Source: an optimization exercise on an open RTL-to-GDS flow (aim: small area). Production flows keep margins and buffers that such runs may drop.
Only simulation tests tie the RTL to the original design; equivalence was not proved.

==> 11-08: inputs <==
==> flow/design.v <==
`default_nettype none
package game2048Pkg;
    localparam int LineBits = 4 * 4;
    localparam int BoardBits = LineBits * 4;
    localparam logic [3:0] S_I     = 4'b0000;
    localparam logic [3:0] S_WAIT  = 4'b0001;
    localparam logic [3:0] S_WAITP = 4'b0011;
    localparam logic [3:0] S_LEFT  = 4'b0100;
    localparam logic [3:0] S_UP    = 4'b0101;
    localparam logic [3:0] S_RIGHT = 4'b0110;
    localparam logic [3:0] S_DOWN  = 4'b0111;
    localparam logic [3:0] S_WIN   = 4'b1000;
    localparam logic [3:0] S_WIN1  = 4'b1001;
    localparam logic [3:0] S_LOSE  = 4'b1010;
    localparam logic [3:0] S_LOSE1 = 4'b1011;
    function automatic logic [12-1:0] tileColor(input logic [4-1:0] exponent);
        case (exponent)
            4'd0:  tileColor = 12'h666;
            4'd1:  tileColor = 12'hEDC;
            4'd2:  tileColor = 12'hC98;
            4'd3:  tileColor = 12'hD95;
            4'd4:  tileColor = 12'hF84;
            4'd5:  tileColor = 12'hF65;
            4'd6:  tileColor = 12'hF33;
            4'd7:  tileColor = 12'hEB4;
            4'd8:  tileColor = 12'hFB0;
            4'd9:  tileColor = 12'h8B5;
            4'd10: tileColor = 12'h4AD;
            default: tileColor = 12'h15D;
        endcase
    endfunction
endpackage
`default_nettype wire
`default_nettype none
module lineSlider (
    input  logic [game2048Pkg::LineBits-1:0] lineIn,
    output logic [game2048Pkg::LineBits-1:0] lineOut
);
    localparam int T = 4;
    logic [game2048Pkg::LineBits-1:0] work;
    always_comb begin
        logic [T-1:0] x, y;
        logic xz, m;
        work = lineIn;
        for (int s = 1; s < 4; s++) begin
            for (int k = s - 1; k >= 0; k--) begin
                x = work[k*T +: T];
                y = work[(k+1)*T +: T];
                xz = (x == '0);
                m = xz || (x == y);
                work[k*T +: T] = m ? y + {{(T-1){1'b0}}, !xz} : x;
                work[(k+1)*T +: T] = m ? '0 : y;
            end
        end
        lineOut = work;
    end
endmodule
`default_nettype wire
`default_nettype none
module moveNetwork (
    input  logic                              Clk,
    input  logic [game2048Pkg::BoardBits-1:0] boardIn,
    input  logic                              flip,
    input  logic [1:0]                        keyDir,
    input  logic                              moving,
    input  logic [1:0]                        dir,
    output logic [game2048Pkg::BoardBits-1:0] boardOut
);
    localparam int T = 4;
    localparam int N = 4;
    localparam int H = N / 2;
    localparam int LB = game2048Pkg::LineBits;
    logic [1:0] turn;
    logic [H*LB-1:0] linesIn;
    logic [H*LB-1:0] linesOut;
    logic [H*LB-1:0] held;
    assign turn = (moving ? dir : keyDir) ^ {flip, 1'b0};
    always_comb begin
        for (int j = 0; j < H; j++) begin
            for (int k = 0; k < N; k++) begin
                case ({moving, turn})
                    3'b000:  linesIn[(j*N+k)*T +: T] = boardIn[(j*N+k)*T +: T];
                    3'b001:  linesIn[(j*N+k)*T +: T] = boardIn[(k*N+N-1-j)*T +: T];
                    3'b010:  linesIn[(j*N+k)*T +: T] = boardIn[((N-1-j)*N+N-1-k)*T +: T];
                    3'b011:  linesIn[(j*N+k)*T +: T] = boardIn[((N-1-k)*N+j)*T +: T];
                    3'b100:  linesIn[(j*N+k)*T +: T] = boardIn[((j+H)*N+k)*T +: T];
                    3'b101:  linesIn[(j*N+k)*T +: T] = boardIn[(k*N+N-1-j-H)*T +: T];
                    3'b110:  linesIn[(j*N+k)*T +: T] = boardIn[((N-1-j-H)*N+N-1-k)*T +: T];
                    default: linesIn[(j*N+k)*T +: T] = boardIn[((N-1-k)*N+j+H)*T +: T];
                endcase
            end
        end
    end
    for (genvar j = 0; j < H; j++) begin : gSlide
        lineSlider lineSlider_i (
            .lineIn (linesIn[j*LB +: LB]),
            .lineOut(linesOut[j*LB +: LB])
        );
    end
    always_ff @(posedge Clk) begin
        held <= linesOut;
    end
    logic [game2048Pkg::BoardBits-1:0] rows;
    assign rows = {linesOut, held};
    always_comb begin
        for (int r = 0; r < N; r++) begin
            for (int c = 0; c < N; c++) begin
                boardOut[(r*N+c)*T +: T] = dir[0] ? rows[(c*N+N-1-r)*T +: T] : rows[(r*N+c)*T +: T];
            end
        end
    end
endmodule
`default_nettype wire
`default_nettype none
module gameBoard (
    input  logic                              Clk,
    input  logic [3:0]                        st,
    input  logic [1:0]                        keyDir,
    output logic [game2048Pkg::BoardBits-1:0] board,
    output logic                              flip,
    output logic                              winFound,
    output logic                              boardFull
);
    localparam int T = 4;
    localparam int N = 4;
    localparam int NC = N * N;
    logic [game2048Pkg::BoardBits-1:0] moved;
    logic [game2048Pkg::BoardBits-1:0] placed;
        logic [NC-1:0] empty;
    logic [NC-1:0] placeFirst;
    logic [NC-1:0] placeLast;
    logic [NC-1:0] place;
    logic pendingNow;
    logic moving;
    assign pendingNow = (st == game2048Pkg::S_WAITP);
    assign moving = (st[3:2] == 2'b01);
    always_comb begin
        winFound = 1'b0;
        for (int n = 0; n < NC; n++) begin
            empty[n] = (board[n*T +: T] == '0);
            winFound = winFound | (board[n*T +: T] == T'(11));
        end
        boardFull = (empty == '0);
    end
    always_comb begin
        logic seenFirst, seenLast;
        seenFirst = 1'b0;
        seenLast = 1'b0;
        for (int n = 0; n < NC; n++) begin
            placeFirst[n] = empty[n] & !seenFirst;
            seenFirst = seenFirst | empty[n];
            placeLast[NC-1-n] = empty[NC-1-n] & !seenLast;
            seenLast = seenLast | empty[NC-1-n];
        end
        place = flip ? placeLast : placeFirst;
    end
    always_comb begin
        placed = board;
        for (int n = 0; n < NC; n++) begin
            placed[n*T] = board[n*T] | (pendingNow & place[n]);
        end
    end
    moveNetwork moveNetwork_i (
        .Clk     (Clk),
        .boardIn (placed),
        .flip    (flip),
        .keyDir  (keyDir),
        .moving  (moving),
        .dir     (st[1:0]),
        .boardOut(moved)
    );
    always_ff @(posedge Clk) begin
        if (st == game2048Pkg::S_I) begin
            board <= {{(game2048Pkg::BoardBits-T){1'b0}}, T'(1)};
            flip <= 1'b0;
        end
        else if (moving) begin
            board <= moved;
            flip <= st[1] ^ st[0];
        end
        else begin
            board <= placed;
        end
    end
endmodule
`default_nettype wire
`default_nettype none
module gameFsm (
    input  logic                   Clk,
    input  logic                   Reset,
    input  logic [3:0]             keys,
    input  logic                   winFound,
    input  logic                   boardFull,
    output logic [3:0]             st,
    output logic [1:0]             keyDir,
    output logic [7:0]             state,
    output logic [12-1:0] background
);
    logic [3:0] nextSt;
    always_comb begin
        if (keys[3])      keyDir = 2'b01;
        else if (keys[2]) keyDir = 2'b11;
        else if (keys[1]) keyDir = 2'b00;
        else              keyDir = 2'b10;
    end
    always_comb begin
        casez (st)
            4'b00?1: begin
                if (winFound)       nextSt = game2048Pkg::S_WIN;
                else if (boardFull) nextSt = game2048Pkg::S_LOSE;
                else if (keys != 4'b0) nextSt = {2'b01, keyDir};
                else                nextSt = game2048Pkg::S_WAIT;
            end
            4'b0000, 4'b01??: nextSt = game2048Pkg::S_WAITP;
            4'b10??: nextSt = {st[3:2], st[1], 1'b1};
            default: nextSt = game2048Pkg::S_I;
        endcase
    end
    always_ff @(posedge Clk or posedge Reset) begin
        if (Reset) begin
            st <= game2048Pkg::S_I;
        end
        else begin
            st <= nextSt;
        end
    end
    always_comb begin
        state = 8'h00;
        casez (st)
            4'b0000: state = 8'h01;
            4'b00?1: state = 8'h02;
            4'b0100: state = 8'h20;
            4'b0101: state = 8'h04;
            4'b0110: state = 8'h10;
            4'b0111: state = 8'h08;
            4'b100?: state = 8'h40;
            4'b101?: state = 8'h80;
            default: state = 8'h00;
        endcase
    end
    always_comb begin
        if (st == game2048Pkg::S_WIN1)       background = 12'h080;
        else if (st == game2048Pkg::S_LOSE1) background = 12'h800;
        else                                 background = 12'hFFF;
    end
endmodule
`default_nettype wire
`default_nettype none
module boardRenderer (
    input  logic [19:0]                       pos,
    input  logic                              bright,
    input  logic [game2048Pkg::BoardBits-1:0] board,
    input  logic                              flip,
    input  logic [12-1:0]            background,
    output logic [12-1:0]            rgb
);
    logic [9:0] h;
    logic [9:0] v;
    logic inX, inY;
    logic [1:0] cellRow, cellCol;
    logic [1:0] sr, sc;
    assign h = pos[19:10];
    assign v = pos[9:0];
    always_comb begin
        inX = (h >= 10'd380 && h < 10'd421) || (h >= 10'd425 && h < 10'd466)
           || (h >= 10'd470 && h < 10'd511) || (h >= 10'd515 && h < 10'd556);
        inY = (v >= 10'd180 && v < 10'd221) || (v >= 10'd225 && v < 10'd266)
           || (v >= 10'd270 && v < 10'd311) || (v >= 10'd315 && v < 10'd356);
        cellCol[1] = h >= 10'd466;
        cellCol[0] = (h >= 10'd425 && h < 10'd466) || h >= 10'd511;
        cellRow[1] = v >= 10'd266;
        cellRow[0] = (v >= 10'd225 && v < 10'd266) || v >= 10'd315;
    end
    assign sr = cellRow ^ {2{flip}};
    assign sc = cellCol ^ {2{flip}};
    always_comb begin
        if (!bright) begin
            rgb = '0;
        end
        else if (inX && inY) begin
            rgb = game2048Pkg::tileColor(board[{sr, sc}*4 +: 4]);
        end
        else begin
            rgb = background;
        end
    end
endmodule
`default_nettype wire
`default_nettype none
module game2048Top (
    input  logic                   Clk,
    input  logic                   Reset,
    input  logic [3:0]             keys,
    input  logic [19:0]            pos,
    input  logic                   bright,
    output logic [7:0]             state,
    output logic [12-1:0] rgb,
    output logic [12-1:0] background
);
    logic [game2048Pkg::BoardBits-1:0] board;
    logic [3:0] st;
    logic [1:0] keyDir;
    logic flip;
    logic winFound;
    logic boardFull;
    gameFsm gameFsm_i (
        .Clk       (Clk),
        .Reset     (Reset),
        .keys      (keys),
        .winFound  (winFound),
        .boardFull (boardFull),
        .st        (st),
        .keyDir    (keyDir),
        .state     (state),
        .background(background)
    );
    gameBoard gameBoard_i (
        .Clk      (Clk),
        .st       (st),
        .keyDir   (keyDir),
        .board    (board),
        .flip     (flip),
        .winFound (winFound),
        .boardFull(boardFull)
    );
    boardRenderer boardRenderer_i (
        .pos       (pos),
        .bright    (bright),
        .board     (board),
        .flip      (flip),
        .background(background),
        .rgb       (rgb)
    );
endmodule
`default_nettype wire
==> flow/flow/run.sh <==
#!/bin/bash
# Layout flow: the standard layout (standard.sh) with these changes:
#  - synthesis: the technology mapping step (Yosys's abc call in ORFS's synth.tcl) runs the
#    area-only ABC script flow/area.abc instead of ORFS's delay-driven one; every other
#    synthesis step, registers included, is unchanged;
#  - port buffers are sky130_fd_sc_hd__buf_1 (every input and output port still gets one);
#  - clock tree synthesis inserts no dummy loads.
set -euo pipefail
W=$(pwd)

# ORFS's synth.tcl with the one abc call changed to use flow/area.abc
sed 's|log_cmd abc {\*}$abc_args|log_cmd abc -script '"$W"'/flow/area.abc {*}[lrange $abc_args 2 end]|' \
    "$FLOW_HOME/scripts/synth.tcl" > "$W/area_synth.tcl"
grep -q "flow/area.abc" "$W/area_synth.tcl"

# The standard flow's synthesis script, sourcing that copy
sed 's|source $::env(SCRIPTS_DIR)/synth.tcl|source '"$W"'/area_synth.tcl|' \
    "$W/synth_recipe.tcl" > "$W/area_synth_recipe.tcl"
grep -q "area_synth.tcl" "$W/area_synth_recipe.tcl"

# standard.sh with that synthesis script
sed 's|SYNTH_SCRIPT=[^ ]*|SYNTH_SCRIPT='"$W"'/area_synth_recipe.tcl|' \
    "$W/standard.sh" > "$W/area_standard.sh"
grep -q "area_synth_recipe.tcl" "$W/area_standard.sh"

export BUFFER_PORTS_ARGS="-buffer_cell sky130_fd_sc_hd__buf_1"
export CTS_ARGS="-sink_clustering_enable -repair_clock_nets -dont_use_dummy_load"

bash "$W/area_standard.sh" "$@" > "$W/flow_make.log" 2>&1
==> flow/flow/area.abc <==
strash
dch -f
amap -m
topo
==> flow/standard.sh <==
#!/bin/bash
# synth_recipe.tcl (not shown) runs the flow's synth.tcl, then flattens the netlist and writes it again
# the make line also repeats each setting of config.mk as NAME=value (left out here)
make -C /OpenROAD-flow-scripts/flow DESIGN_CONFIG=/design/flow/config.mk WORK_HOME=/design/flow/orfs CLKGATE_MAP_FILE= SYNTH_SCRIPT=/design/flow/synth_recipe.tcl "${@:-finish}"
==> flow/config.mk <==
export PLATFORM = sky130hd
export DESIGN_NAME = game2048Top
export DESIGN_NICKNAME = game2048Top
export VERILOG_FILES = /design/flow/design.v
export SDC_FILE = /design/flow/constraint.sdc
export NUM_CORES = 4
export LEC_CHECK = 0
export ABC_AREA = 1
export CAP_MARGIN = 5
export CORE_MARGIN = 2
export CORE_UTILIZATION = 50
export GPL_TIMING_DRIVEN = 0
export SLEW_MARGIN = 5
==> flow/constraint.sdc <==
create_clock -name core_clock -period 40.0 [get_ports {Clk}]
set_input_delay 8.0000 -clock core_clock [delete_from_list [all_inputs] [get_ports {Clk}]]
set_output_delay 8.0000 -clock core_clock [all_outputs]
set_load 0.01 [all_outputs]
==> inputs of 07-07, as changes to 11-08 <==
--- a/flow/design.v
+++ b/flow/design.v
@@ -75,19 +75,24 @@
     logic [H*LB-1:0] linesOut;
     logic [H*LB-1:0] held;
     assign turn = (moving ? dir : keyDir) ^ {flip, 1'b0};
+    logic [7:0] pick;
+    always_comb begin
+        for (int i = 0; i < 8; i++) begin
+            pick[i] = ({moving, turn} == 3'(i));
+        end
+    end
     always_comb begin
         for (int j = 0; j < H; j++) begin
             for (int k = 0; k < N; k++) begin
-                case ({moving, turn})
-                    3'b000:  linesIn[(j*N+k)*T +: T] = boardIn[(j*N+k)*T +: T];
-                    3'b001:  linesIn[(j*N+k)*T +: T] = boardIn[(k*N+N-1-j)*T +: T];
-                    3'b010:  linesIn[(j*N+k)*T +: T] = boardIn[((N-1-j)*N+N-1-k)*T +: T];
-                    3'b011:  linesIn[(j*N+k)*T +: T] = boardIn[((N-1-k)*N+j)*T +: T];
-                    3'b100:  linesIn[(j*N+k)*T +: T] = boardIn[((j+H)*N+k)*T +: T];
-                    3'b101:  linesIn[(j*N+k)*T +: T] = boardIn[(k*N+N-1-j-H)*T +: T];
-                    3'b110:  linesIn[(j*N+k)*T +: T] = boardIn[((N-1-j-H)*N+N-1-k)*T +: T];
-                    default: linesIn[(j*N+k)*T +: T] = boardIn[((N-1-k)*N+j+H)*T +: T];
-                endcase
+                linesIn[(j*N+k)*T +: T] =
+                      ({T{pick[0]}} & boardIn[(j*N+k)*T +: T])
+                    | ({T{pick[1]}} & boardIn[(k*N+N-1-j)*T +: T])
+                    | ({T{pick[2]}} & boardIn[((N-1-j)*N+N-1-k)*T +: T])
+                    | ({T{pick[3]}} & boardIn[((N-1-k)*N+j)*T +: T])
+                    | ({T{pick[4]}} & boardIn[((j+H)*N+k)*T +: T])
+                    | ({T{pick[5]}} & boardIn[(k*N+N-1-j-H)*T +: T])
+                    | ({T{pick[6]}} & boardIn[((N-1-j-H)*N+N-1-k)*T +: T])
+                    | ({T{pick[7]}} & boardIn[((N-1-k)*N+j+H)*T +: T]);
             end
         end
     end
@@ -100,15 +105,7 @@
     always_ff @(posedge Clk) begin
         held <= linesOut;
     end
-    logic [game2048Pkg::BoardBits-1:0] rows;
-    assign rows = {linesOut, held};
-    always_comb begin
-        for (int r = 0; r < N; r++) begin
-            for (int c = 0; c < N; c++) begin
-                boardOut[(r*N+c)*T +: T] = dir[0] ? rows[(c*N+N-1-r)*T +: T] : rows[(r*N+c)*T +: T];
-            end
-        end
-    end
+    assign boardOut = {linesOut, held};
 endmodule
 `default_nettype wire
 `default_nettype none
@@ -133,7 +130,7 @@
     logic pendingNow;
     logic moving;
     assign pendingNow = (st == game2048Pkg::S_WAITP);
-    assign moving = (st[3:2] == 2'b01);
+    assign moving = !st[3] & st[2];
     always_comb begin
         winFound = 1'b0;
         for (int n = 0; n < NC; n++) begin
@@ -169,18 +166,34 @@
         .dir     (st[1:0]),
         .boardOut(moved)
     );
+    logic isI;
+    logic selH, selV, selP;
+    logic [game2048Pkg::BoardBits-1:0] boardNext;
+    assign isI = (st[3:2] == 2'b00) & !st[0];
+    assign selH = moving & !st[0];
+    assign selV = moving & st[0];
+    assign selP = !moving & !isI;
+    always_comb begin
+        for (int r = 0; r < N; r++) begin
+            for (int c = 0; c < N; c++) begin
+                boardNext[(r*N+c)*T +: T] =
+                      ({T{selH}} & moved[(r*N+c)*T +: T])
+                    | ({T{selV}} & moved[(c*N+N-1-r)*T +: T])
+                    | ({T{selP}} & placed[(r*N+c)*T +: T]);
+            end
+        end
+        boardNext[0] = boardNext[0] | isI;
+    end
+    logic [game2048Pkg::BoardBits-1:0] boardN;
+    assign board = ~boardN;
     always_ff @(posedge Clk) begin
-        if (st == game2048Pkg::S_I) begin
-            board <= {{(game2048Pkg::BoardBits-T){1'b0}}, T'(1)};
+        boardN <= ~boardNext;
+        if (isI) begin
             flip <= 1'b0;
         end
         else if (moving) begin
-            board <= moved;
             flip <= st[1] ^ st[0];
         end
-        else begin
-            board <= placed;
-        end
     end
 endmodule
 `default_nettype wire
@@ -211,9 +224,8 @@
                 else if (keys != 4'b0) nextSt = {2'b01, keyDir};
                 else                nextSt = game2048Pkg::S_WAIT;
             end
-            4'b0000, 4'b01??: nextSt = game2048Pkg::S_WAITP;
-            4'b10??: nextSt = {st[3:2], st[1], 1'b1};
-            default: nextSt = game2048Pkg::S_I;
+            4'b00?0, 4'b01??: nextSt = game2048Pkg::S_WAITP;
+            default: nextSt = {2'b10, st[1], 1'b1};
         endcase
     end
     always_ff @(posedge Clk or posedge Reset) begin
@@ -227,21 +239,22 @@
     always_comb begin
         state = 8'h00;
         casez (st)
-            4'b0000: state = 8'h01;
+            4'b00?0: state = 8'h01;
             4'b00?1: state = 8'h02;
             4'b0100: state = 8'h20;
             4'b0101: state = 8'h04;
             4'b0110: state = 8'h10;
             4'b0111: state = 8'h08;
-            4'b100?: state = 8'h40;
-            4'b101?: state = 8'h80;
-            default: state = 8'h00;
+            4'b1?0?: state = 8'h40;
+            default: state = 8'h80;
         endcase
     end
     always_comb begin
-        if (st == game2048Pkg::S_WIN1)       background = 12'h080;
-        else if (st == game2048Pkg::S_LOSE1) background = 12'h800;
-        else                                 background = 12'hFFF;
+        casez (st)
+            4'b1?01: background = 12'h080;
+            4'b1?11: background = 12'h800;
+            default: background = 12'hFFF;
+        endcase
     end
 endmodule
 `default_nettype wire
--- a/flow/flow/run.sh
+++ b/flow/flow/run.sh
@@ -1,10 +1,12 @@
 #!/bin/bash
 # Layout flow: the standard layout (standard.sh) with these changes:
 #  - synthesis: the technology mapping step (Yosys's abc call in ORFS's synth.tcl) runs the
-#    area-only ABC script flow/area.abc instead of ORFS's delay-driven one; every other
-#    synthesis step, registers included, is unchanged;
+#    area-only ABC script flow/area.abc instead of ORFS's delay-driven one, adders are left to
+#    that step (no ADDER_MAP_FILE), and no buffers are put between output ports that carry
+#    the same net (SYNTH_INSBUF=0); every other synthesis step, registers included, is
+#    unchanged;
 #  - port buffers are sky130_fd_sc_hd__buf_1 (every input and output port still gets one);
-#  - clock tree synthesis inserts no dummy loads.
+#  - clock tree synthesis builds its tree of sky130_fd_sc_hd__clkbuf_8 and inserts no dummy loads.
 set -euo pipefail
 W=$(pwd)
 
@@ -24,6 +26,8 @@
 grep -q "area_synth_recipe.tcl" "$W/area_standard.sh"
 
 export BUFFER_PORTS_ARGS="-buffer_cell sky130_fd_sc_hd__buf_1"
-export CTS_ARGS="-sink_clustering_enable -repair_clock_nets -dont_use_dummy_load"
+export ADDER_MAP_FILE=
+export SYNTH_INSBUF=0
+export CTS_ARGS="-sink_clustering_enable -repair_clock_nets -dont_use_dummy_load -root_buf sky130_fd_sc_hd__clkbuf_8 -buf_list sky130_fd_sc_hd__clkbuf_8"
 
 bash "$W/area_standard.sh" "$@" > "$W/flow_make.log" 2>&1
==> flow/flow/area.abc (replaced) <==
strash
dc2
dch -f
amap -m
mfs3 -a
topo
--- a/flow/config.mk
+++ b/flow/config.mk
@@ -8,6 +8,6 @@
 export ABC_AREA = 1
 export CAP_MARGIN = 5
 export CORE_MARGIN = 2
-export CORE_UTILIZATION = 50
+export CORE_UTILIZATION = 40
 export GPL_TIMING_DRIVEN = 0
 export SLEW_MARGIN = 5
==> inputs of 09-13, as changes to 11-08 <==
--- a/flow/design.v
+++ b/flow/design.v
@@ -75,19 +75,24 @@
     logic [H*LB-1:0] linesOut;
     logic [H*LB-1:0] held;
     assign turn = (moving ? dir : keyDir) ^ {flip, 1'b0};
+    logic [7:0] pick;
+    always_comb begin
+        for (int i = 0; i < 8; i++) begin
+            pick[i] = ({moving, turn} == 3'(i));
+        end
+    end
     always_comb begin
         for (int j = 0; j < H; j++) begin
             for (int k = 0; k < N; k++) begin
-                case ({moving, turn})
-                    3'b000:  linesIn[(j*N+k)*T +: T] = boardIn[(j*N+k)*T +: T];
-                    3'b001:  linesIn[(j*N+k)*T +: T] = boardIn[(k*N+N-1-j)*T +: T];
-                    3'b010:  linesIn[(j*N+k)*T +: T] = boardIn[((N-1-j)*N+N-1-k)*T +: T];
-                    3'b011:  linesIn[(j*N+k)*T +: T] = boardIn[((N-1-k)*N+j)*T +: T];
-                    3'b100:  linesIn[(j*N+k)*T +: T] = boardIn[((j+H)*N+k)*T +: T];
-                    3'b101:  linesIn[(j*N+k)*T +: T] = boardIn[(k*N+N-1-j-H)*T +: T];
-                    3'b110:  linesIn[(j*N+k)*T +: T] = boardIn[((N-1-j-H)*N+N-1-k)*T +: T];
-                    default: linesIn[(j*N+k)*T +: T] = boardIn[((N-1-k)*N+j+H)*T +: T];
-                endcase
+                linesIn[(j*N+k)*T +: T] =
+                      ({T{pick[0]}} & boardIn[(j*N+k)*T +: T])
+                    | ({T{pick[1]}} & boardIn[(k*N+N-1-j)*T +: T])
+                    | ({T{pick[2]}} & boardIn[((N-1-j)*N+N-1-k)*T +: T])
+                    | ({T{pick[3]}} & boardIn[((N-1-k)*N+j)*T +: T])
+                    | ({T{pick[4]}} & boardIn[((j+H)*N+k)*T +: T])
+                    | ({T{pick[5]}} & boardIn[(k*N+N-1-j-H)*T +: T])
+                    | ({T{pick[6]}} & boardIn[((N-1-j-H)*N+N-1-k)*T +: T])
+                    | ({T{pick[7]}} & boardIn[((N-1-k)*N+j+H)*T +: T]);
             end
         end
     end
@@ -100,15 +105,7 @@
     always_ff @(posedge Clk) begin
         held <= linesOut;
     end
-    logic [game2048Pkg::BoardBits-1:0] rows;
-    assign rows = {linesOut, held};
-    always_comb begin
-        for (int r = 0; r < N; r++) begin
-            for (int c = 0; c < N; c++) begin
-                boardOut[(r*N+c)*T +: T] = dir[0] ? rows[(c*N+N-1-r)*T +: T] : rows[(r*N+c)*T +: T];
-            end
-        end
-    end
+    assign boardOut = {linesOut, held};
 endmodule
 `default_nettype wire
 `default_nettype none
@@ -169,18 +166,34 @@
         .dir     (st[1:0]),
         .boardOut(moved)
     );
+    logic isI;
+    logic selH, selV, selP;
+    logic [game2048Pkg::BoardBits-1:0] boardNext;
+    assign isI = (st == game2048Pkg::S_I);
+    assign selH = moving & !st[0];
+    assign selV = moving & st[0];
+    assign selP = !moving & !isI;
+    always_comb begin
+        for (int r = 0; r < N; r++) begin
+            for (int c = 0; c < N; c++) begin
+                boardNext[(r*N+c)*T +: T] =
+                      ({T{selH}} & moved[(r*N+c)*T +: T])
+                    | ({T{selV}} & moved[(c*N+N-1-r)*T +: T])
+                    | ({T{selP}} & placed[(r*N+c)*T +: T]);
+            end
+        end
+        boardNext[0] = boardNext[0] | isI;
+    end
+    logic [game2048Pkg::BoardBits-1:0] boardN;
+    assign board = ~boardN;
     always_ff @(posedge Clk) begin
-        if (st == game2048Pkg::S_I) begin
-            board <= {{(game2048Pkg::BoardBits-T){1'b0}}, T'(1)};
+        boardN <= ~boardNext;
+        if (isI) begin
             flip <= 1'b0;
         end
         else if (moving) begin
-            board <= moved;
             flip <= st[1] ^ st[0];
         end
-        else begin
-            board <= placed;
-        end
     end
 endmodule
 `default_nettype wire
--- a/flow/flow/run.sh
+++ b/flow/flow/run.sh
@@ -1,8 +1,10 @@
 #!/bin/bash
 # Layout flow: the standard layout (standard.sh) with these changes:
 #  - synthesis: the technology mapping step (Yosys's abc call in ORFS's synth.tcl) runs the
-#    area-only ABC script flow/area.abc instead of ORFS's delay-driven one; every other
-#    synthesis step, registers included, is unchanged;
+#    area-only ABC script flow/area.abc instead of ORFS's delay-driven one, adders are left to
+#    that step (no ADDER_MAP_FILE), and no buffers are put between output ports that carry
+#    the same net (SYNTH_INSBUF=0); every other synthesis step, registers included, is
+#    unchanged;
 #  - port buffers are sky130_fd_sc_hd__buf_1 (every input and output port still gets one);
 #  - clock tree synthesis inserts no dummy loads.
 set -euo pipefail
@@ -24,6 +26,8 @@
 grep -q "area_synth_recipe.tcl" "$W/area_standard.sh"
 
 export BUFFER_PORTS_ARGS="-buffer_cell sky130_fd_sc_hd__buf_1"
+export ADDER_MAP_FILE=
+export SYNTH_INSBUF=0
 export CTS_ARGS="-sink_clustering_enable -repair_clock_nets -dont_use_dummy_load"
 
 bash "$W/area_standard.sh" "$@" > "$W/flow_make.log" 2>&1
==> flow/flow/area.abc (replaced) <==
strash
dc2
dch -f
amap -m
topo
--- a/flow/config.mk
+++ b/flow/config.mk
@@ -8,6 +8,6 @@
 export ABC_AREA = 1
 export CAP_MARGIN = 5
 export CORE_MARGIN = 2
-export CORE_UTILIZATION = 50
+export CORE_UTILIZATION = 40
 export GPL_TIMING_DRIVEN = 0
 export SLEW_MARGIN = 5
==> run summary <==
Synthesized area: 11-08 > 09-13 > 07-07.
Final area: 11-08 > 09-13 > 07-07.
Between 11-08 and 07-07, the lower die area is in 11-08 (gap 14%, measured against 07-07).
Final cell count: 11-08 < 07-07 < 09-13.
Worst hold slack, lowest first: 07-07, 09-13, 11-08.
Maximum frequency: 11-08 < 07-07 < 09-13.
The lowest register-to-register slack belongs to 09-13, the highest to 07-07.
In 11-08 the global-route usage is higher than in 09-13, by 2.6 points.
Clock-buffer cell count is the same in 09-13 and 11-08.
==> figures <==
quantity	07-07	11-08	09-13
Number of rows created at floorplan	50	47	51
Worst R2R Path Depth	43	38	40
Non-clock inverters	139	149	146
Final instance count without filler cells	1,474	1,470	1,512
Area of the mapped netlist	0.00775 mm2	0.00831 mm2	0.00783 mm2
Stages on worst setup path	22	19	20
Total buffers and inverters traversed by the critical path	4	6	5
Area fraction of clock buffers and clock inverters	0.0143	0.0238	0.0256
Worst Setup EP	rgb[0]	rgb[6]	rgb[3]
Maximum cell stage delay along the critical path	0.91 ns	0.95 ns	0.63 ns
Met2 Track Usage GR	0.485	0.546	0.488
Pin slew with the least headroom to its limit	1.33 ns	1.32 ns	1.36 ns
Peak clock frequency supported by timing	46.4 MHz	45.5 MHz	47.9 MHz
Layout Skew	0.0262 ns	0.0184 ns	0.0195 ns
Post-DP HPWL	24.8 mm	23.5 mm	25.0 mm
Result of the run	no timing/DRC/antenna violations	no timing/DRC/antenna violations	no timing/DRC/antenna violations
Width of the die	143 um	133 um	144 um
Placed cell count	1,465	1,461	1,502
Count of multi-input gates	897	907	923
Core box area	0.0188 mm2	0.0164 mm2	0.0193 mm2

-- port drivers added, routing unchanged --
How much do the figures lean on ideal ports? The routed layouts below were timed once more, with nothing changed but the port constraints.
Step 1: set_driving_cell puts a clkbuf_16 on Clk and a buf_2 on each other input, an assumption about the parent block.
Step 2, shift: input delay + t, output delay - t, t = (earliest + latest rising clock arrival at the registers) / 2. This alone moves slack from input paths to output paths.
Three values: ideal, step 1, step 2; two values: the first two.
run	t (ns)	slack for setup (ns)	pins driven straight from the clock port
11-08	0.397	18.031 / 18.007 / 18.007	1
07-07	0.423	18.471 / 18.450 / 18.450	1
09-13	0.396	19.116 / 19.094 / 19.094	1
After both steps setup and hold are still met in every run listed. The setup slack of 11-08, which loses most, moves by -0.024 ns with the drivers and by -0.024 ns with both steps.
